From an optimization exercise on the open Yosys and OpenROAD flow, aimed at small area; shortcuts taken in it are not production practice. RTL that was checked went through simulation tests only; none was proved equivalent to the original. No functional check of the RTL was part of run 4. Power and IR drop assume default switching activity.

$ cat flow/standard.sh
#!/bin/bash
# synth_recipe.tcl (not shown) runs the flow's synth.tcl, then flattens the netlist and writes it again
# the make line also repeats each setting of config.mk as NAME=value (left out here)
make -C /OpenROAD-flow-scripts/flow DESIGN_CONFIG=/design/flow/config.mk WORK_HOME=/design/flow/orfs CLKGATE_MAP_FILE= SYNTH_SCRIPT=/design/flow/synth_recipe.tcl "${@:-finish}"
$ cat flow/flow/run.sh
#!/bin/bash
# The standard layout, with two changes: input and output ports get a
# sky130 buf_1 as their buffer, and clock tree synthesis builds its tree
# from clkbuf_8 cells without dummy loads.
set -euo pipefail
bash standard.sh \
  "BUFFER_PORTS_ARGS=-buffer_cell sky130_fd_sc_hd__buf_1" \
  "CTS_ARGS=-sink_clustering_enable -repair_clock_nets -dont_use_dummy_load -buf_list sky130_fd_sc_hd__clkbuf_8 -sink_clustering_size 16 -sink_clustering_max_diameter 40" \
  finish > flow.log 2>&1
$ cat flow/config.mk
export PLATFORM = sky130hd
export DESIGN_NAME = lake_top
export DESIGN_NICKNAME = lake_top
export VERILOG_FILES = /design/flow/design.v
export SDC_FILE = /design/flow/constraint.sdc
export NUM_CORES = 4
export LEC_CHECK = 0
export CAP_MARGIN = 20
export CORE_MARGIN = 2
export CORE_UTILIZATION = 45
export PLACE_DENSITY = 0.6
export SLEW_MARGIN = 20
export SYNTH_HIERARCHICAL = 1
$ cat flow/design.v
`timescale 1ns/1ps
module loop_iter (
  input  logic                 clk,
  input  logic                 run,
  input  logic                 step,
  input  logic [6*16-1:0] ranges,
  output logic [6-1:0] sel_oh
);
  localparam int Dims = 6;
  localparam int TW   = 16;
  logic [TW-1:0]   count [Dims-1];     
  logic [Dims-2:0] at_last;
  logic [Dims-1:0] below_done;         
  always_comb begin
    below_done[0] = 1'b1;
    for (int i = 0; i < Dims - 1; i++) begin
      at_last[i]      = run ? (count[i] == ranges[i*TW +: TW])
                            : (ranges[i*TW +: TW] == '0);
      below_done[i+1] = below_done[i] & at_last[i];
    end
    for (int i = 0; i < Dims - 1; i++) begin
      sel_oh[i] = below_done[i] & !at_last[i];
    end
    sel_oh[Dims-1] = below_done[Dims-1];
  end
  for (genvar i = 0; i < Dims - 1; i++) begin : g_level
    always_ff @(posedge clk) begin
      if (!run || (step && below_done[i+1])) begin
        count[i] <= {{(TW-1){1'b0}}, step && sel_oh[i]};
      end else if (step && sel_oh[i]) begin
        count[i] <= count[i] + 1'b1;
      end
    end
  end
endmodule
`timescale 1ns/1ps
module affine_gen #(
  parameter int W = 16
) (
  input  logic [6-1:0] sel_oh,
  input  logic [6*16-1:0] strides,
  output logic [W-1:0]           stride
);
  always_comb begin
    stride = '0;
    for (int i = 0; i < 6; i++) begin
      stride = stride | (strides[i*16 +: W] & {W{sel_oh[i]}});
    end
  end
endmodule
`timescale 1ns/1ps
module access_sched (
  input  logic                  clk,
  input  logic                  run,
  input  logic [6*16-1:0]  ranges,
  input  logic [16-1:0]       sched_start,
  input  logic [6*16-1:0] sched_strides,
  input  logic [8-1:0]   addr_start,
  input  logic [6*16-1:0] addr_strides,
  output logic                  fire,
  output logic [8-1:0]   addr
);
  logic [6-1:0] sel_oh;
  logic [16-1:0] wait_q, wait_cur, t_stride;
  logic [8-1:0] addr_q, a_stride;
  assign wait_cur = run ? wait_q : sched_start;
  assign addr     = run ? addr_q : addr_start;
  assign fire     = (wait_cur == '0);
  loop_iter iter (
    .clk    (clk),
    .run    (run),
    .step   (fire),
    .ranges (ranges),
    .sel_oh (sel_oh)
  );
  affine_gen #(.W(16)) sched_gen (
    .sel_oh  (sel_oh),
    .strides (sched_strides),
    .stride  (t_stride)
  );
  affine_gen #(.W(8)) addr_gen (
    .sel_oh  (sel_oh),
    .strides (addr_strides),
    .stride  (a_stride)
  );
  always_ff @(posedge clk) begin
    wait_q <= (fire ? t_stride : wait_cur) - 1'b1;
    addr_q <= fire ? 8'(addr + a_stride) : addr;
  end
endmodule
`timescale 1ns/1ps
module ub_storage (
  input  logic                clk,
  input  logic                rst_n,
  input  logic                flush,
  input  logic                wr_fire,
  input  logic [8-1:0] wr_addr,
  input  logic [16-1:0]     data_in,
  input  logic                rd_fire,
  input  logic [8-1:0] rd_addr,
  input  logic                config_req,
  input  logic                config_write,
  input  logic [8-1:0] config_addr,
  input  logic [16-1:0]     config_wdata,
  output logic                config_ack,
  output logic [16-1:0]     config_rdata,
  output logic [16-1:0]     data_out,
  output logic                valid_out
);
  localparam int Depth = 2 ** 8;
  localparam int DW    = 16;
  localparam int GW    = 16;               
  localparam int NG    = Depth / GW;       
  logic          cfg_grant;
  logic          mem_we;
  logic [8-1:0] mem_waddr;
  logic [DW-1:0] mem_wdata;
  logic [8-1:0] mem_raddr;
  logic [DW-1:0] mem_rdata;
  logic [NG-1:0] wsel_g, rsel_g;           
  logic [GW-1:0] wsel_w, rsel_w;           
  logic [DW-1:0] grp_rdata [NG];
  assign cfg_grant = config_req && !config_ack && !wr_fire && !rd_fire;
  always_comb begin
    mem_we    = (wr_fire || (cfg_grant && config_write)) && !flush;
    mem_waddr = wr_fire ? wr_addr : config_addr;
    mem_wdata = wr_fire ? data_in : config_wdata;
  end
  assign mem_raddr = rd_fire ? rd_addr : config_addr;
  for (genvar g = 0; g < NG; g++) begin : g_gsel
    assign wsel_g[g] = mem_we && (mem_waddr[7:4] == 4'(g));
    assign rsel_g[g] = (mem_raddr[7:4] == 4'(g));
  end
  for (genvar w = 0; w < GW; w++) begin : g_wsel
    assign wsel_w[w] = (mem_waddr[3:0] == 4'(w));
    assign rsel_w[w] = (mem_raddr[3:0] == 4'(w));
  end
  for (genvar g = 0; g < NG; g++) begin : g_grp
    ub_group grp (
      .clk    (clk),
      .flush  (flush),
      .wsel_g (wsel_g[g]),
      .wsel_w (wsel_w),
      .wdata  (mem_wdata),
      .rsel   (rsel_w & {GW{rsel_g[g]}}),
      .rdata  (grp_rdata[g])
    );
  end
  always_comb begin
    logic [DW-1:0] acc;
    acc = '0;
    for (int g = 0; g < NG; g++) begin
      acc = acc | grp_rdata[g];
    end
    mem_rdata = acc;
  end
  always_ff @(posedge clk) begin
    data_out <= mem_rdata;
    if (cfg_grant && !config_write) begin
      config_rdata <= mem_rdata;    
    end
  end
  always_ff @(posedge clk or negedge rst_n) begin
    if (!rst_n) begin
      valid_out  <= 1'b0;
      config_ack <= 1'b0;
    end else if (flush) begin
      valid_out  <= 1'b0;
      config_ack <= 1'b0;
    end else begin
      valid_out <= rd_fire;    
      if (cfg_grant) begin
        config_ack <= 1'b1;
      end else if (!config_req) begin
        config_ack <= 1'b0;    
      end
    end
  end
endmodule
module ub_group (
  input  logic                    clk,
  input  logic                    flush,
  input  logic                    wsel_g,
  input  logic [15:0]             wsel_w,
  input  logic [16-1:0] wdata,
  input  logic [15:0]             rsel,
  output logic [16-1:0] rdata
);
  localparam int DW = 16;
  logic [DW-1:0] q [16];
  for (genvar w = 0; w < 16; w++) begin : g_word
    logic wen, hold;
    assign wen  = wsel_g && wsel_w[w];
    assign hold = !(wen || flush);
    ub_word word (
      .clk  (clk),
      .wen  (wen),
      .hold (hold),
      .d    (wdata),
      .q    (q[w])
    );
  end
  always_comb begin
    logic [DW-1:0] acc;
    acc = '0;
    for (int w = 0; w < 16; w++) begin
      acc = acc | (q[w] & {DW{rsel[w]}});
    end
    rdata = acc;
  end
endmodule
module ub_word (
  input  logic                    clk,
  input  logic                    wen,
  input  logic                    hold,
  input  logic [16-1:0] d,
  output logic [16-1:0] q
);
  always_ff @(posedge clk) begin
    q <= (d & {16{wen}}) | (q & {16{hold}});
  end
endmodule
`timescale 1ns/1ps
module lake_top (
  input  logic clk,
  input  logic rst_n,
  input  logic flush,
  input  logic [16-1:0] data_in,
  input  logic [6*16-1:0] wr_ranges,
  input  logic [16-1:0] wr_sched_start,
  input  logic [6*16-1:0] wr_sched_strides,
  input  logic [8-1:0] wr_addr_start,
  input  logic [6*16-1:0] wr_addr_strides,
  input  logic [6*16-1:0] rd_ranges,
  input  logic [16-1:0] rd_sched_start,
  input  logic [6*16-1:0] rd_sched_strides,
  input  logic [8-1:0] rd_addr_start,
  input  logic [6*16-1:0] rd_addr_strides,
  input  logic config_req,
  input  logic config_write,
  input  logic [8-1:0] config_addr,
  input  logic [16-1:0] config_wdata,
  output logic [16-1:0] data_out,
  output logic valid_out,
  output logic config_ack,
  output logic [16-1:0] config_rdata
);
  logic      run;    
  logic      wr_fire;
  logic      rd_fire;
  logic [8-1:0] wr_addr;
  logic [8-1:0] rd_addr;
  always_ff @(posedge clk or negedge rst_n) begin
    if (!rst_n) begin
      run <= 1'b0;
    end else begin
      run <= !flush;
    end
  end
  access_sched wr_sched (
    .clk           (clk),
    .run           (run),
    .ranges        (wr_ranges),
    .sched_start   (wr_sched_start),
    .sched_strides (wr_sched_strides),
    .addr_start    (wr_addr_start),
    .addr_strides  (wr_addr_strides),
    .fire          (wr_fire),
    .addr          (wr_addr)
  );
  access_sched rd_sched (
    .clk           (clk),
    .run           (run),
    .ranges        (rd_ranges),
    .sched_start   (rd_sched_start),
    .sched_strides (rd_sched_strides),
    .addr_start    (rd_addr_start),
    .addr_strides  (rd_addr_strides),
    .fire          (rd_fire),
    .addr          (rd_addr)
  );
  ub_storage storage (
    .clk          (clk),
    .rst_n        (rst_n),
    .flush        (flush),
    .wr_fire      (wr_fire),
    .wr_addr      (wr_addr),
    .data_in      (data_in),
    .rd_fire      (rd_fire),
    .rd_addr      (rd_addr),
    .config_req   (config_req),
    .config_write (config_write),
    .config_addr  (config_addr),
    .config_wdata (config_wdata),
    .config_ack   (config_ack),
    .config_rdata (config_rdata),
    .data_out     (data_out),
    .valid_out    (valid_out)
  );
endmodule
$ cat flow/constraint.sdc
create_clock -name core_clock -period 10.0 [get_ports {clk}]
set_input_delay 2.0000 -clock core_clock [delete_from_list [all_inputs] [get_ports {clk}]]
set_output_delay 2.0000 -clock core_clock [all_outputs]
set_load 0.01 [all_outputs]
==> results.cfg, run 1 <==
[route]
detail_route.drc_violations = 0
drtAntennaViolNets = 0
final_routed_wirelength_um = 638600
vias_per_cell = 6.831
drt_pre_antenna_iters = 6
wire_per_inst_um = 31.35
detailroute.via_count = 139200
drtIter0Drc = 17740

[critical_path]
r2r-start = run
critPathCaptureType = flip-flop
worst-setup-path-type = input pin to flip-flop
critical_path_required_ns = 10.79
critPathLaunchType = input pin
crit-reg2reg-capture = storage.config_rdata[11]
critical_path_peak_fanout = 36
arrival_time_of_data_at_the_critical_path_endpoint_ns = 8.95
r2r_setup_slack_ns = 1.93
worst_r2r_path_depth = 14

[pwr]
worst_ir_drop_vdd_mv = 0.1270
fraction_of_power_consumed_by_combinational_cells_pct = 5.2
cellInternalPower_mw = 22.59
seqPwrFrac_pct = 57.7
total_leakage_power_nw = 66.43
clock_power_share_pct = 37.1
sw_frac_of_total_pct = 24.89
total_power_per_unit_cell_area_nw_per_um2 = 164.1
switching_power_mw = 7.487

[logic_synthesis]
yosysUniqueCellTypes = 93
syn_nets = 15870
synth_top_flop_cell = sky130_fd_sc_hd__dfxtp_1
synth.most_common_cell = sky130_fd_sc_hd__a22o_1
syn_avg_cell_area_sq_um = 11.63
post_synth_inst_count = 15170
netlist_top_cells_area = sky130_fd_sc_hd__dfxtp_1 49%, sky130_fd_sc_hd__a22o_1 25%, sky130_fd_sc_hd__buf_6 8.1%, sky130_fd_sc_hd__a221oi_1 4.9%, sky130_fd_sc_hd__nand4_1 1.2%
synth_warnings = 17
async_flop_share_pct = 0.06914
netlist_area_sq_um = 176300
synth_edf_count = 26
synth_area_leader = sky130_fd_sc_hd__dfxtp_1
synth_seq_cells = 4339
yosys-top-cells-count = 5024 x sky130_fd_sc_hd__a22o_1, 4310 x sky130_fd_sc_hd__dfxtp_1, 1276 x sky130_fd_sc_hd__buf_6
synth.top_cell.area_share_pct = 48.93
synth.yosys.seq_area_share_pct = 49.41

[cts]
htreeDepth = 6
clockRootBuffer = sky130_fd_sc_hd__clkbuf_8
postCtsSetupBuffers = 0
ctsHoldBuffers = 0
cts_num_sinks = 4339
cts-buffers-inserted = 562
worst_skew_pair.late_latency_ns = 1.27
cts-resized-gates = 0
cts_tree = done
cts.clk_slew.worst_paths_ns = 0.08
number_of_buffers_on_the_longest_clock_path = 4

[global_route]
global_route_wire_length_before_repair_um = 916400
grtUsageTotal_pct = 30.46
antenna_found_initial = 73
grt_remaining_overflow = 0
grt_pass1_vias = 129300
grt_start_max_net_pins = 134

[floorplan]
core_region_area_sq_um = 389700
fp-row-count = 229
initial_utilization_pct = 45.25
dieWidth_um = 630.0
floorplan.die.height_um = 630.0
ios = 703
die-area_sq_um = 396900

[min_path]
hold_path_class = flip-flop to flip-flop
hold_depth = 1
hold-path-endpoint = storage.g_grp[1].grp.g_word[12].word.q[10]
hold_start = storage.g_grp[1].grp.g_word[12].word.q[10]

[timing]
clock_skew_ns = 0.1152
setup-violations-final = 0
finalHoldViolations = 0
worst_rel_slew_slack_pct = 12.04
final_min_period_over_clock_period_pct = 81.61
tns_ns = 0
max_slew.worst_pin.slew_ns = 1.319
rsz0062_at_grt = false
drv_slew = 0
layout_min_cycle_time_ns = 8.161
fmax_mhz = 122.5

[placed_design]
gpl.final_weighted_congestion = 0.9630
hpwlAfterDp_um = 402700
portBuffers = 574
placed_cells = 19660

[finish]
final.fill_count = 35970
nNetsFinal = 15740
post_layout_nonfiller_instances = 20370
layout-drive-gt1-share_pct = 11.98
synthToLayoutAreaGrowth_pct = 3.966

[flow_run]
cap_viol_max_count = 0

[status]
outcome = timing/DRC/antenna clean
-- state kept, by name (all words and copies together) (netlist names), 8 cells and up --
register,count
wr_sched.iter.count,80
rd_sched.iter.count,80
rd_sched.addr_q,8
storage.data_out,16
storage.g_grp.grp.g_word.word.q,4096
rd_sched.wait_q,16
wr_sched.wait_q,16
storage.config_rdata,16
wr_sched.addr_q,8
-- stage by stage --
stage / power (mW) / instance area (sq um) / hold slack (ns) / worst slack (ns) / util (%)
floorplan: 18.64 / 176300 / 0.4395 / 3.052 / -
global placement: 19.23 / 174500 / 0.4517 / 1.066 / 44.79
detailed placement: 19.24 / 174700 / 0.4529 / 1.075 / 44.84
CTS: 30.16 / 182500 / 0.4685 / 2.389 / 46.83
global route: 30.94 / 183100 / 0.4746 / 2.034 / 46.99
finish: 30.08 / 183300 / 0.4664 / 1.839 / 47.05
-- cell type report --
class	count	area [sq um]	area share, %
sequential	4339	87140	47.53
multi-input combinational	8987	74870	40.84
clock buffer	562	7735	4.219
timing repair buffer	1092	6525	3.559
tap	5197	6502	3.547
antenna	136	340.3	0.1856
inverter	58	220.2	0.1201
-- logic make-up after synthesis --
group	synth area share, %
mux	0.5151
fa+ha+maj	0.2072
simple gates	6.282
xor+xnor	1.142
compound gates	32.78
flops	49.41
buf+inv	9.656
-- modules after synthesis, one instance, submodules excluded, a selection --
module,flops+latches,area [sq um],cells inside
access_sched,24,2008,240
lake_top,1,28.78,2
loop_iter,80,5111,627
ub_group,0,1669,211
ub_storage,34,4238,613
ub_word,16,505.5,36
-- critical path: stages --
cell and delay [ns]:
sky130_fd_sc_hd__buf_1 0.13, sky130_fd_sc_hd__or4_1 0.50, sky130_fd_sc_hd__o22ai_1 0.16, sky130_fd_sc_hd__or4b_4 0.66, sky130_fd_sc_hd__inv_2 0.65, sky130_fd_sc_hd__nor3b_2 0.24
sky130_fd_sc_hd__nor2_4 0.95, sky130_fd_sc_hd__buf_4 0.43, sky130_fd_sc_hd__nor3_2 0.12, sky130_fd_sc_hd__buf_4 0.26, sky130_fd_sc_hd__a22o_1 0.23, sky130_fd_sc_hd__a221oi_1 0.52
sky130_fd_sc_hd__nand4_1 0.37, sky130_fd_sc_hd__nor4_1 1.10, sky130_fd_sc_hd__nand4_1 0.55
-- worst max-delay path by stage --
stage | startpoint | end | slack (ns) | depth (start not counted)
after detailed placement | rd_sched_start[11] | storage.config_rdata[11] | 1.07 | 15
final | rd_sched_start[11] | storage.config_rdata[11] | 1.84 | 15
after CTS | run | storage.config_rdata[11] | 2.39 | 14
after floorplan | wr_sched_start[10] | storage.g_grp[0].grp.g_word[0].word.q[10] | 3.05 | 9
after global placement | rd_sched_start[11] | storage.config_rdata[8] | 1.07 | 14
after global routing | rd_sched_start[11] | storage.config_rdata[11] | 2.03 | 15
-- layer usage --
layer / vias to the layer above / wire, um / GRT usage (%)
met1: 69820 / 267900 / 41.88
met2: 7702 / 272400 / 44.38
met3: 1367 / 60900 / 6.392
met5: - / 207 / 0
met4: 34 / 37240 / 16.82
li1: 60230 / - / -
-- power groups by stage --
stage	registers [mW]	clock network, mW	logic, mW
after floorplan	17.7	0	0.898
after global placement	17.8	0	1.48
after detailed placement	17.8	0	1.49
after CTS	17.4	11.3	1.49
after global routing	17.4	12.0	1.60
final	17.4	11.2	1.56
-- placed cells by master (no fill, tap or decap), types with 95 or more instances in the layout --
| cell type | n |
|---|---|
| sky130_fd_sc_hd__a22oi_1 | 136 |
| sky130_fd_sc_hd__buf_4 | 477 |
| sky130_fd_sc_hd__dfxtp_1 | 4310 |
| sky130_fd_sc_hd__diode_2 | 136 |
| sky130_fd_sc_hd__nor4_2 | 137 |
| sky130_fd_sc_hd__nand4_1 | 346 |
| sky130_fd_sc_hd__clkbuf_8 | 562 |
| sky130_fd_sc_hd__buf_1 | 573 |
| sky130_fd_sc_hd__nor3_2 | 95 |
| sky130_fd_sc_hd__a21oi_1 | 133 |
| sky130_fd_sc_hd__and2_1 | 266 |
| sky130_fd_sc_hd__xnor2_1 | 178 |
| sky130_fd_sc_hd__a22o_2 | 96 |
| sky130_fd_sc_hd__nor2_2 | 152 |
| sky130_fd_sc_hd__nor4_1 | 111 |
| sky130_fd_sc_hd__a221oi_1 | 986 |
| sky130_fd_sc_hd__nand3_1 | 139 |
| sky130_fd_sc_hd__nor2_1 | 254 |
| sky130_fd_sc_hd__a22o_1 | 5024 |
==> inputs of run 2 (changes only) <==
--- a/flow/config.mk
+++ b/flow/config.mk
@@ -7,7 +7,7 @@
 export LEC_CHECK = 0
 export CAP_MARGIN = 20
 export CORE_MARGIN = 2
-export CORE_UTILIZATION = 45
+export CORE_UTILIZATION = 55
 export PLACE_DENSITY = 0.6
 export SLEW_MARGIN = 20
 export SYNTH_HIERARCHICAL = 1
==> run 2 against run 1 <==
Compared with the run above:
- synthesized cell count did not move
- register-to-register slack worse by 0.19 ns
- total power about the same
- largest cell class unchanged
==> results.cfg, run 2 <==
[status]
outcome = timing/DRC/antenna clean

[timing]
fmax_mhz = 121.1
layout_min_cycle_time_ns = 8.255
tns_ns = 0
final_min_period_over_clock_period_pct = 82.55
worst_rel_slew_slack_pct = 8.989
max_slew.worst_pin.slew_ns = 1.365
rsz0062_at_grt = false
setup-violations-final = 0
drv_slew = 0
finalHoldViolations = 0
clock_skew_ns = 0.09132

[critical_path]
critical_path_depth = 14
critical_path.cell_chain = or4b_1, o22ai_1, or4b_4, clkinv_2, nor3b_2, nor2_4, buf_4, nor3_2, buf_4, a22o_1, a221oi_1, nand4_1, nor4_1, nand4_1
cp_capture_point = storage.config_rdata[8]
path_buf_inv = 3
worst_setup_path_startpoint = run
r2r_setup_slack_ns = 1.74
worst_r2r_path_depth = 14
r2r-start = run
worst-setup-path-type = flip-flop to flip-flop
crit_family = simple AND/OR/NAND/NOR gates
crit-reg2reg-capture = storage.config_rdata[8]
critPathLaunchType = flip-flop
critical_path_peak_fanout = 52
critPathCaptureType = flip-flop
critical_path_required_ns = 10.80
timing.critical_path.slowest_stage_cell = sky130_fd_sc_hd__nor4_1
arrival_time_of_data_at_the_critical_path_endpoint_ns = 9.05
crit_path_max_incr_delay_ns = 1.14

[logic_synthesis]
synth_top_flop_cell = sky130_fd_sc_hd__dfxtp_1
synth.top_cell.area_share_pct = 48.93
synth_area_leader = sky130_fd_sc_hd__dfxtp_1
yosys-top-cells-count = 5024 x sky130_fd_sc_hd__a22o_1, 4310 x sky130_fd_sc_hd__dfxtp_1, 1276 x sky130_fd_sc_hd__buf_6
netlist_top_cells_area = sky130_fd_sc_hd__dfxtp_1 49%, sky130_fd_sc_hd__a22o_1 25%, sky130_fd_sc_hd__buf_6 8.1%, sky130_fd_sc_hd__a221oi_1 4.9%, sky130_fd_sc_hd__nand4_1 1.2%
post_synth_inst_count = 15170
yosysUniqueCellTypes = 93
synth_seq_cells = 4339
syn_avg_cell_area_sq_um = 11.63
synth.yosys.seq_area_share_pct = 49.41
netlist_area_sq_um = 176300
synth_edf_count = 26
async_flop_share_pct = 0.06914
syn_nets = 15870
synth_warnings = 17
synth.most_common_cell = sky130_fd_sc_hd__a22o_1

[finish]
leading_cell_types_in_the_layout_fill_and_taps_excluded = 5024 x sky130_fd_sc_hd__a22o_1, 4310 x sky130_fd_sc_hd__dfxtp_1, 986 x sky130_fd_sc_hd__a221oi_1
nNetsFinal = 15670
layout-drive-gt1-share_pct = 12.00
postLayoutCellArea_sq_um = 181700
synthToLayoutAreaGrowth_pct = 3.064
final.fill_count = 26740
biggestRegsByFlops = storage.g_grp.grp.g_word.word.q: 4096 flops, rd_sched.iter.count: 80 flops, wr_sched.iter.count: 80 flops
largest_register_ff_count = 4096
layout.cells.most_common = sky130_fd_sc_hd__a22o_1
registers.top_by_ff_count = storage.g_grp.grp.g_word.word.q
fin_util_pct = 57.05

[cts]
cts-resized-gates = 0
worst_skew_pair.late_latency_ns = 1.26
cts_num_sinks = 4339
htreeDepth = 6
number_of_buffers_on_the_longest_clock_path = 4
clockRootBuffer = sky130_fd_sc_hd__clkbuf_8
ctsHoldBuffers = 0
postCtsSetupBuffers = 0
cts.clk_slew.worst_paths_ns = 0.08
cts-buffers-inserted = 567
cts_tree = done

[pwr]
switching_power_mw = 7.474
seqPwrFrac_pct = 57.7
sw_frac_of_total_pct = 24.84
cellInternalPower_mw = 22.62
worst_ir_drop_vdd_mv = 0.1272
fraction_of_power_consumed_by_combinational_cells_pct = 5.2
total_leakage_power_nw = 66.16
clock_power_share_pct = 37.1
total_power_per_unit_cell_area_nw_per_um2 = 165.6

[floorplan]
die-area_sq_um = 325200
dieWidth_um = 570.2
initial_utilization_pct = 55.35
floorplan.die.height_um = 570.2
ios = 703
core_region_area_sq_um = 318600
fp-row-count = 207

[placed_design]
portBuffers = 574
gpl.final_weighted_congestion = 1.020
dpl-instance-area_sq_um = 172900
hpwlAfterDp_um = 427500

[global_route]
grt_remaining_overflow = 0
grtUsageTotal_pct = 38.63
antenna_found_initial = 79
grt_pass1_vias = 135300
grt_start_max_net_pins = 137
global_route_wire_length_before_repair_um = 945100

[route]
drt_pre_antenna_iters = 6
detailroute.via_count = 142800
detail_route.drc_violations = 0
drtIter0Drc = 17380
drtAntennaViolNets = 0
final_routed_wirelength_um = 660500
wire_per_inst_um = 34.20
vias_per_cell = 7.392

[flow_run]
cap_viol_max_count = 0

[min_path]
hold_path_class = flip-flop to flip-flop
## run 2: cell types whose count changed in the layout (fill, tap and decap cells not counted), sizes merged
cell,previous run,this run
buf,1091,1018
inv,56,55
clkinv,2,3
diode,136,164
clkbuf,563,568
## run 2: area by class of cell
type | count | area [sq um] | area share [%]
well taps | 4180 | 5230 | 2.878
clock buffers | 567 | 7804 | 4.294
diodes | 164 | 410.4 | 0.2258
flip-flops and latches | 4339 | 87140 | 47.95
inverters | 58 | 221.5 | 0.1219
multi-input cells | 8987 | 74990 | 41.26
repair buffers | 1019 | 5947 | 3.272
## run 2: metrics by stage
step | setup WS [ns] | total power, mW | std cells | hold WS [ns]
6_report | 1.745 | 30.10 | 19310 | 0.4668
5_1_grt | 1.940 | 30.89 | 19210 | 0.4786
4_1_cts | 2.194 | 30.12 | 19130 | 0.4695
3_5_place_dp | 0.9525 | 19.25 | 18570 | 0.4529
3_3_place_gp | 1.039 | 19.20 | 18550 | 0.4518
2_1_floorplan | 3.052 | 18.64 | 15170 | 0.4395
## run 2: worst min path at each step
stage,startpoint,end,slack (ns),depth (start not counted)
after detailed placement,storage.g_grp[11].grp.g_word[9].word.q[13],storage.g_grp[11].grp.g_word[9].word.q[13],0.45,1
after floorplan,storage.g_grp[0].grp.g_word[2].word.q[13],storage.g_grp[0].grp.g_word[2].word.q[13],0.44,1
after global routing,storage.g_grp[11].grp.g_word[10].word.q[3],storage.g_grp[11].grp.g_word[10].word.q[3],0.48,1
final,storage.g_grp[7].grp.g_word[11].word.q[14],storage.g_grp[7].grp.g_word[11].word.q[14],0.47,1
after CTS,storage.g_grp[10].grp.g_word[8].word.q[14],storage.g_grp[10].grp.g_word[8].word.q[14],0.47,1
after global placement,storage.g_grp[0].grp.g_word[6].word.q[2],storage.g_grp[0].grp.g_word[6].word.q[2],0.45,1
## run 2: layer usage
metal	vias to the layer above	routed length (um)	track usage (%)
met2	8878	289200	57.77
met4	22	43520	24.38
met5	-	148	0
met1	72190	260300	50.12
li1	60070	-	-
met3	1599	67270	9.158
## run 2: cell families after synthesis
group	share of synthesized area, %
AO/OA/AOI/OAI	32.78
flip-flops	49.41
AND/OR/NAND/NOR	6.282
buffers and inverters	9.656
XOR/XNOR	1.142
multiplexers	0.5151
adder cells (fa/ha/maj)	0.2072
## run 2: power by group through the flow
stage	Combinational [mW]	Sequential (mW)	Clock, mW
3_3_place_gp	1.45	17.8	0
6_report	1.56	17.4	11.2
4_1_cts	1.50	17.4	11.2
3_5_place_dp	1.49	17.8	0
5_1_grt	1.60	17.4	11.9
2_1_floorplan	0.898	17.7	0
## run 2: modules after synthesis, one instance, submodules excluded, a selection
module        times used  cells inside
access_sched           2           240
loop_iter              2           627
ub_group              16           211
ub_word              256            36
lake_top               1             2
ub_storage             1           613
==> inputs of run 3 (changes only) <==
--- a/flow/config.mk
+++ b/flow/config.mk
@@ -7,7 +7,7 @@
 export LEC_CHECK = 0
 export CAP_MARGIN = 20
 export CORE_MARGIN = 2
-export CORE_UTILIZATION = 55
-export PLACE_DENSITY = 0.6
+export CORE_UTILIZATION = 62
+export PLACE_DENSITY = 0.7
 export SLEW_MARGIN = 20
 export SYNTH_HIERARCHICAL = 1
==> run 3 against run 2 <==
Compared with the run above:
- clock skew up 0.021 ns
- maximum frequency down 1.8%
- synthesized area unchanged
- cell count down 2.6%
- sequential power about the same
- clock power down 4%
- still clean on timing, DRC and antenna
- combinational power about the same
==> results.cfg, run 3 <==
[floorplan]
core_region_area_sq_um = 282500
dieWidth_um = 537.3
initial_utilization_pct = 62.41
ios = 703
floorplan.die.height_um = 537.3
fp-row-count = 195
die-area_sq_um = 288700

[cts]
cts.clk_slew.worst_paths_ns = 0.07
clockRootBuffer = sky130_fd_sc_hd__clkbuf_8
postCtsSetupBuffers = 0
ctsHoldBuffers = 0
worst_skew_pair.late_latency_ns = 1.22
cts-resized-gates = 0
cts_tree = done
cts_num_sinks = 4339
htreeDepth = 6
cts-buffers-inserted = 543
number_of_buffers_on_the_longest_clock_path = 4

[status]
outcome = timing/DRC/antenna clean

[placed_design]
gpl.final_weighted_congestion = 1.037
portBuffers = 574
hpwlAfterDp_um = 411900
dpl-instance-area_sq_um = 172000

[finish]
layout.cells.most_common = sky130_fd_sc_hd__a22o_1
fin_util_pct = 63.91
final.fill_count = 22110
postLayoutCellArea_sq_um = 180600
layout-drive-gt1-share_pct = 11.55
biggestRegsByFlops = storage.g_grp.grp.g_word.word.q: 4096 flops, rd_sched.iter.count: 80 flops, wr_sched.iter.count: 80 flops
nNetsFinal = 15620
synthToLayoutAreaGrowth_pct = 2.390
leading_cell_types_in_the_layout_fill_and_taps_excluded = 5024 x sky130_fd_sc_hd__a22o_1, 4310 x sky130_fd_sc_hd__dfxtp_1, 986 x sky130_fd_sc_hd__a221oi_1
largest_register_ff_count = 4096
registers.top_by_ff_count = storage.g_grp.grp.g_word.word.q

[timing]
layout_min_cycle_time_ns = 8.409
final_min_period_over_clock_period_pct = 84.09
rsz0062_at_grt = false
setup-violations-final = 0
tns_ns = 0
clock_skew_ns = 0.1122
max_slew.worst_pin.slew_ns = 1.291
drv_slew = 0
fmax_mhz = 118.9
worst_rel_slew_slack_pct = 13.93
finalHoldViolations = 0

[route]
vias_per_cell = 7.616
drtAntennaViolNets = 0
wire_per_inst_um = 33.75
drtIter0Drc = 20080
detail_route.drc_violations = 0
drt_pre_antenna_iters = 6
detailroute.via_count = 143200
final_routed_wirelength_um = 634700

[global_route]
grtUsageTotal_pct = 41.69
global_route_wire_length_before_repair_um = 911900
grt_pass1_vias = 134100
antenna_found_initial = 86
grt_remaining_overflow = 0
grt_start_max_net_pins = 137

[pwr]
switching_power_mw = 7.296
total_leakage_power_nw = 65.89
seqPwrFrac_pct = 58.5
worst_ir_drop_vdd_mv = 0.1341
clock_power_share_pct = 36.4
total_power_per_unit_cell_area_nw_per_um2 = 164.5
sw_frac_of_total_pct = 24.56
cellInternalPower_mw = 22.41
fraction_of_power_consumed_by_combinational_cells_pct = 5.2

[logic_synthesis]
synth_seq_cells = 4339
synth-compound-area-share_pct = 32.78
synth.mux.area_fraction_pct = 0.5151
syn_avg_cell_area_sq_um = 11.63
synth_edf_count = 26
combinational_family_with_the_most_area_after_synthesis = compound AO/OA/AOI/OAI gates
synth.top_cell.area_share_pct = 48.93
yosys-top-cells-count = 5024 x sky130_fd_sc_hd__a22o_1, 4310 x sky130_fd_sc_hd__dfxtp_1, 1276 x sky130_fd_sc_hd__buf_6
synth.yosys.seq_area_share_pct = 49.41
synth_adder_area_share_pct = 0.2072
post_synth_inst_count = 15170
synth-simple-area-share_pct = 6.282
netlist_area_sq_um = 176300
synth_xor_xnor_area_share_pct = 1.142
synth.most_common_cell = sky130_fd_sc_hd__a22o_1
netlist_top_cells_area = sky130_fd_sc_hd__dfxtp_1 49%, sky130_fd_sc_hd__a22o_1 25%, sky130_fd_sc_hd__buf_6 8.1%, sky130_fd_sc_hd__a221oi_1 4.9%, sky130_fd_sc_hd__nand4_1 1.2%
syn_nets = 15870
synth_warnings = 17
synth_area_leader = sky130_fd_sc_hd__dfxtp_1
yosysUniqueCellTypes = 93
synth_top_flop_cell = sky130_fd_sc_hd__dfxtp_1
async_flop_share_pct = 0.06914

[flow_run]
cap_viol_max_count = 0

[critical_path]
critPathCaptureType = flip-flop
arrival_time_of_data_at_the_critical_path_endpoint_ns = 9.13
timing.critical_path.slowest_stage_cell = sky130_fd_sc_hd__nor4_1
critical_path_required_ns = 10.72
worst_setup_path_startpoint = run
critical_path.cell_chain = mux2i_1, o211ai_1, or4b_4, clkinv_2, nor3b_2, nor2_4, buf_12, nor3_2, a22o_1, a221oi_1, nand4_1, nor4_1, nand4_1
critical_path_depth = 13
crit_path_frequent_cell = sky130_fd_sc_hd__nand4_1
path_buf_inv = 2
crit_path_max_incr_delay_ns = 1.14
critPathLaunchType = flip-flop
r2r-start = run
worst-setup-path-type = flip-flop to flip-flop
worst_r2r_path_depth = 13
crit_family = simple AND/OR/NAND/NOR gates
critical_path_peak_fanout = 52

[min_path]
hold_start = storage.g_grp[13].grp.g_word[12].word.q[8]
hold_path_class = flip-flop to flip-flop
hold_depth = 1
run 3: cell counts after synthesis:
No cell type changed its count.
run 3: stage by stage:
stage	instances	worst slack (ns)	power, mW	hold slack (ns)
finish	18800	1.591	29.71	0.4688
floorplan	15170	3.052	18.64	0.4395
detailed placement	18100	1.123	19.20	0.4529
global route	18740	1.795	30.45	0.4749
CTS	18640	2.166	29.65	0.4692
global placement	18090	0.7488	19.16	0.4517
run 3: kinds of logic after synthesis:
logic type / Yosys count
compound gates: 6663
xor+xnor: 230
fa+ha+maj: 28
buf+inv: 1843
flops: 4339
mux: 84
simple gates: 1982
run 3: power groups by stage:
| stage | clock network [mW] | logic [mW] | registers (mW) |
|---|---|---|---|
| floorplan | 0 | 0.898 | 17.7 |
| global placement | 0 | 1.41 | 17.8 |
| detailed placement | 0 | 1.45 | 17.8 |
| CTS | 10.8 | 1.45 | 17.4 |
| global route | 11.5 | 1.57 | 17.4 |
| finish | 10.8 | 1.53 | 17.4 |
run 3: layout make-up:
cell class / count / area (sq um) / area share (%)
Antenna cell: 142 / 355.3 / 0.1968
Clock buffer: 543 / 7473 / 4.139
Inverter: 58 / 221.5 / 0.1227
Multi-Input combinational cell: 8987 / 74890 / 41.47
Sequential cell: 4339 / 87140 / 48.26
Tap cell: 3743 / 4683 / 2.594
Timing Repair Buffer: 991 / 5796 / 3.210
run 3: metal layers:
metal  vias to the layer above  GRT usage, %  routed length, um
li1                      59960             -                  -
met1                     71500         53.21             240000
met2                      9801         60.90             272800
met3                      1909         11.91              74570
met4                        28         28.88              47120
met5                         -             0                191
run 3: path summary, 6_finish.rpt:
kind | end | slack [ns]
worst min register to register | storage.g_grp[13].grp.g_word[12].word.q[8] | 0.47
worst max register to register | storage.config_rdata[7] | 1.59
worst max-delay path | storage.config_rdata[7] | 1.59
max in group asynchronous | run | 9.22
worst min-delay path | storage.g_grp[13].grp.g_word[12].word.q[8] | 0.47
min in group asynchronous | storage.config_ack | 0.61
run 3: per-module statistics from Yosys, one instance, submodules excluded, a selection:
module,copies in the design,cells
loop_iter,2,627
ub_storage,1,613
access_sched,2,240
ub_group,16,211
ub_word,256,36
lake_top,1,2
==> inputs of run 4 (changes only) <==
--- a/flow/design.v
+++ b/flow/design.v
@@ -9,13 +9,14 @@
   localparam int Dims = 6;
   localparam int TW   = 16;
   logic [TW-1:0]   count [Dims-1];     
+  logic [TW-1:0]   cur   [Dims-1];     
   logic [Dims-2:0] at_last;
   logic [Dims-1:0] below_done;         
   always_comb begin
     below_done[0] = 1'b1;
     for (int i = 0; i < Dims - 1; i++) begin
-      at_last[i]      = run ? (count[i] == ranges[i*TW +: TW])
-                            : (ranges[i*TW +: TW] == '0);
+      cur[i]          = count[i] & {TW{run}};
+      at_last[i]      = (cur[i] == ranges[i*TW +: TW]);
       below_done[i+1] = below_done[i] & at_last[i];
     end
     for (int i = 0; i < Dims - 1; i++) begin
@@ -25,10 +26,12 @@
   end
   for (genvar i = 0; i < Dims - 1; i++) begin : g_level
     always_ff @(posedge clk) begin
-      if (!run || (step && below_done[i+1])) begin
-        count[i] <= {{(TW-1){1'b0}}, step && sel_oh[i]};
+      if (step && below_done[i+1]) begin
+        count[i] <= '0;
       end else if (step && sel_oh[i]) begin
-        count[i] <= count[i] + 1'b1;
+        count[i] <= cur[i] + 1'b1;
+      end else begin
+        count[i] <= cur[i];
       end
     end
   end
@@ -109,50 +112,34 @@
 );
   localparam int Depth = 2 ** 8;
   localparam int DW    = 16;
-  localparam int GW    = 16;               
-  localparam int NG    = Depth / GW;       
+  logic [DW-1:0] mem [Depth];
   logic          cfg_grant;
   logic          mem_we;
   logic [8-1:0] mem_waddr;
   logic [DW-1:0] mem_wdata;
   logic [8-1:0] mem_raddr;
   logic [DW-1:0] mem_rdata;
-  logic [NG-1:0] wsel_g, rsel_g;           
-  logic [GW-1:0] wsel_w, rsel_w;           
-  logic [DW-1:0] grp_rdata [NG];
   assign cfg_grant = config_req && !config_ack && !wr_fire && !rd_fire;
   always_comb begin
-    mem_we    = (wr_fire || (cfg_grant && config_write)) && !flush;
+    mem_we    = wr_fire || (cfg_grant && config_write);
     mem_waddr = wr_fire ? wr_addr : config_addr;
-    mem_wdata = wr_fire ? data_in : config_wdata;
+    mem_wdata = flush ? '0 : (wr_fire ? data_in : config_wdata);
+  end
+  for (genvar i = 0; i < Depth; i++) begin : g_word
+    logic wen;
+    assign wen = flush || (mem_we && mem_waddr == 8'(i));
+    always_ff @(posedge clk) begin
+      if (wen) begin
+        mem[i] <= mem_wdata;
+      end
+    end
   end
   assign mem_raddr = rd_fire ? rd_addr : config_addr;
-  for (genvar g = 0; g < NG; g++) begin : g_gsel
-    assign wsel_g[g] = mem_we && (mem_waddr[7:4] == 4'(g));
-    assign rsel_g[g] = (mem_raddr[7:4] == 4'(g));
-  end
-  for (genvar w = 0; w < GW; w++) begin : g_wsel
-    assign wsel_w[w] = (mem_waddr[3:0] == 4'(w));
-    assign rsel_w[w] = (mem_raddr[3:0] == 4'(w));
-  end
-  for (genvar g = 0; g < NG; g++) begin : g_grp
-    ub_group grp (
-      .clk    (clk),
-      .flush  (flush),
-      .wsel_g (wsel_g[g]),
-      .wsel_w (wsel_w),
-      .wdata  (mem_wdata),
-      .rsel   (rsel_w & {GW{rsel_g[g]}}),
-      .rdata  (grp_rdata[g])
-    );
-  end
-  always_comb begin
-    logic [DW-1:0] acc;
-    acc = '0;
-    for (int g = 0; g < NG; g++) begin
-      acc = acc | grp_rdata[g];
-    end
-    mem_rdata = acc;
+  always_comb begin
+    mem_rdata = '0;
+    for (int i = 0; i < Depth; i++) begin
+      mem_rdata = mem_rdata | (mem[i] & {DW{mem_raddr == 8'(i)}});
+    end
   end
   always_ff @(posedge clk) begin
     data_out <= mem_rdata;
@@ -175,49 +162,6 @@
         config_ack <= 1'b0;    
       end
     end
-  end
-endmodule
-module ub_group (
-  input  logic                    clk,
-  input  logic                    flush,
-  input  logic                    wsel_g,
-  input  logic [15:0]             wsel_w,
-  input  logic [16-1:0] wdata,
-  input  logic [15:0]             rsel,
-  output logic [16-1:0] rdata
-);
-  localparam int DW = 16;
-  logic [DW-1:0] q [16];
-  for (genvar w = 0; w < 16; w++) begin : g_word
-    logic wen, hold;
-    assign wen  = wsel_g && wsel_w[w];
-    assign hold = !(wen || flush);
-    ub_word word (
-      .clk  (clk),
-      .wen  (wen),
-      .hold (hold),
-      .d    (wdata),
-      .q    (q[w])
-    );
-  end
-  always_comb begin
-    logic [DW-1:0] acc;
-    acc = '0;
-    for (int w = 0; w < 16; w++) begin
-      acc = acc | (q[w] & {DW{rsel[w]}});
-    end
-    rdata = acc;
-  end
-endmodule
-module ub_word (
-  input  logic                    clk,
-  input  logic                    wen,
-  input  logic                    hold,
-  input  logic [16-1:0] d,
-  output logic [16-1:0] q
-);
-  always_ff @(posedge clk) begin
-    q <= (d & {16{wen}}) | (q & {16{hold}});
   end
 endmodule
 `timescale 1ns/1ps
==> flow/run.sh (new file) <==
#!/bin/bash
# synth_recipe.tcl (not shown) runs the flow's synth.tcl, then flattens the netlist and writes it again
# the make line also repeats each setting of config.mk as NAME=value (left out here)
make -C /OpenROAD-flow-scripts/flow DESIGN_CONFIG=/design/flow/config.mk WORK_HOME=/design/flow/orfs CLKGATE_MAP_FILE= SYNTH_SCRIPT=/design/flow/synth_recipe.tcl finish
==> flow/config.mk (replaced) <==
export PLATFORM = sky130hd
export DESIGN_NAME = lake_top
export DESIGN_NICKNAME = lake_top
export VERILOG_FILES = /design/flow/design.v
export SDC_FILE = /design/flow/constraint.sdc
export NUM_CORES = 4
export LEC_CHECK = 0
export CAP_MARGIN = 0
export CORE_MARGIN = 2
export CORE_UTILIZATION = 60
export CTS_BUF_LIST = sky130_fd_sc_hd__clkbuf_4
export CTS_CLUSTER_DIAMETER = 50
export CTS_CLUSTER_SIZE = 20
export GPL_TIMING_DRIVEN = 0
export PLACE_DENSITY = 0.7
export SLEW_MARGIN = 0
removed: flow/flow/run.sh
removed: flow/standard.sh
==> run 4 against run 3 <==
Compared with the run above:
- the flow now stops in global routing (5_1_grt)
- synthesized cell count decreased by 30%
- synthesized area decreased by 4.5%
==> results.cfg, run 4 <==
[status]
outcome = aborted with a tool error
lastStage = global routing (5_1_grt)
error_message = [ERROR GRT-0116] Global routing finished with congestion. Check the congestion regions in the DRC Viewer.

[logic_synthesis]
synth_xor_xnor_area_share_pct = 1.092
syn_avg_cell_area_sq_um = 15.91
synth.yosys.seq_area_share_pct = 76.01
netlist_area_sq_um = 168500
synth.top_cell.area_share_pct = 73.30
synth-compound-area-share_pct = 13.17
combinational_family_with_the_most_area_after_synthesis = compound AO/OA/AOI/OAI gates
synth_seq_cells = 4339
synth_edf_count = 4112
synth_top_flop_cell = sky130_fd_sc_hd__edfxtp_1
synth_warnings = 9
synth.most_common_cell = sky130_fd_sc_hd__edfxtp_1
synth.mux.area_fraction_pct = 0.9581
post_synth_inst_count = 10590
yosysUniqueCellTypes = 78
async_flop_share_pct = 0.06914
netlist_top_cells_area = sky130_fd_sc_hd__edfxtp_1 73%, sky130_fd_sc_hd__a22oi_1 4.4%, sky130_fd_sc_hd__dfxtp_1 2.7%, sky130_fd_sc_hd__a221oi_1 2.3%, sky130_fd_sc_hd__a22o_1 2.2%
yosys-top-cells-count = 4112 x sky130_fd_sc_hd__edfxtp_1, 978 x sky130_fd_sc_hd__a22oi_1, 477 x sky130_fd_sc_hd__clkbuf_1
syn_nets = 11280
synth_adder_area_share_pct = 0.2169
synth-simple-area-share_pct = 6.963
synth_area_leader = sky130_fd_sc_hd__edfxtp_1

[global_route]
grtUsageTotal_pct = 79.53
global_route_wire_length_before_repair_um = 1484000
grt_remaining_overflow = 143
grt_start_max_net_pins = 51
grt_pass1_vias = 146200

[cts]
ctsHoldBuffers = 0
cts-buffers-inserted = 359
cts_num_sinks = 4339
number_of_buffers_on_the_longest_clock_path = 4
cts-resized-gates = 0
clockRootBuffer = sky130_fd_sc_hd__clkbuf_4
htreeDepth = 5
postCtsSetupBuffers = 0

[placed_design]
portBuffers = 570
hpwlAfterDp_um = 722800
gpl.final_weighted_congestion = 1.096
placed_cells = 15450

[floorplan]
floorplan.die.height_um = 533.9
dieWidth_um = 533.9
fp-row-count = 194
initial_utilization_pct = 60.30
ios = 703
-- run 4: changes by cell type after synthesis, sizes merged, moves of 265 or more --
cell	previous run	this run
nand3	139	404
a22o	5120	431
o21ai	52	457
a22oi	146	978
edfxtp	26	4112
nand2	94	476
a221oi	1034	446
buf	1519	114
dfxtp	4310	224
-- run 4: per-layer routing --
| metal | GRT overflow | GRT usage (%) |
|---|---|---|
| met5 | 0 | 53.16 |
| met1 | 18 | 78.34 |
| met4 | 54 | 76.10 |
| met3 | 13 | 70.47 |
| met2 | 58 | 91.98 |
-- run 4: cell families after synthesis --
group	after synthesis
AOI/OAI and AO/OA	2954
xor gates and xnor gates	210
adders and majority gates	28
buffers and inverters	654
DFF	4339
muxes	156
and+or+nand+nor	2244
-- run 4: through the flow --
stage | worst slack (ns) | hold WS (ns) | power (mW) | instance area (sq um) | util, %
2_1_floorplan | -2.712 | 0.4849 | 22.97 | 168500 | -
4_1_cts | 0.4482 | 0.5463 | 34.09 | 200300 | 71.71
3_3_place_gp | -15.27 | 0.5106 | 24.80 | 178900 | 64.02
3_5_place_dp | -0.4054 | 0.5272 | 25.26 | 194700 | 69.69
-- run 4: how the worst max path moves through the flow --
stage	to	startpoint	depth (start not counted)
CTS	wr_sched.iter.count[2][12]	run	21
floorplan	storage.mem[0][13]	wr_sched_start[11]	10
global placement	storage.mem[122][13]	wr_sched_start[5]	11
detailed placement	storage.mem[113][5]	wr_sched_start[5]	14
-- run 4: power by group through the flow --
stage	clock [mW]	sequential (mW)	combinational (mW)
CTS	9.15	21.9	3.00
floorplan	0	22.2	0.769
detailed placement	0	22.3	2.97
global placement	0	22.5	2.34

what the ideal ports hide:
Ports are ideal in the flow. The routed layouts listed here were re-timed in OpenROAD. Step 1 (the two cells are an assumption about what drives the block):
set clk [get_ports {clk}]
set_driving_cell -lib_cell sky130_fd_sc_hd__clkbuf_16 $clk
set_driving_cell -lib_cell sky130_fd_sc_hd__buf_2 [delete_from_list [all_inputs] $clk]
Step 2 times the ports against the registers' clock, not the clock port: input delays grow and output delays shrink by t, the midpoint of the rising clock arrivals with the driver on. Slacks: ideal / step 1 / step 2; pairs: ideal / step 1.
run	t, ns	setup slack, ns	worst setup path at the end	worst register clock-pin slew, ns	cell pins on the clock port's net
run 1	1.319	1.839 / 1.926 / 0.607	input to register	0.11 / 0.11	1
run 2	1.306	1.745 / 1.745 / 0.566	input to register	0.10 / 0.10	1
run 3	1.267	1.591 / 1.591 / 0.517	input to register	0.10 / 0.10	1
After both steps setup and hold are still met in every run listed. For run 1, which loses most, drivers alone change the setup slack by +0.087 ns; drivers and shift together by -1.232 ns.
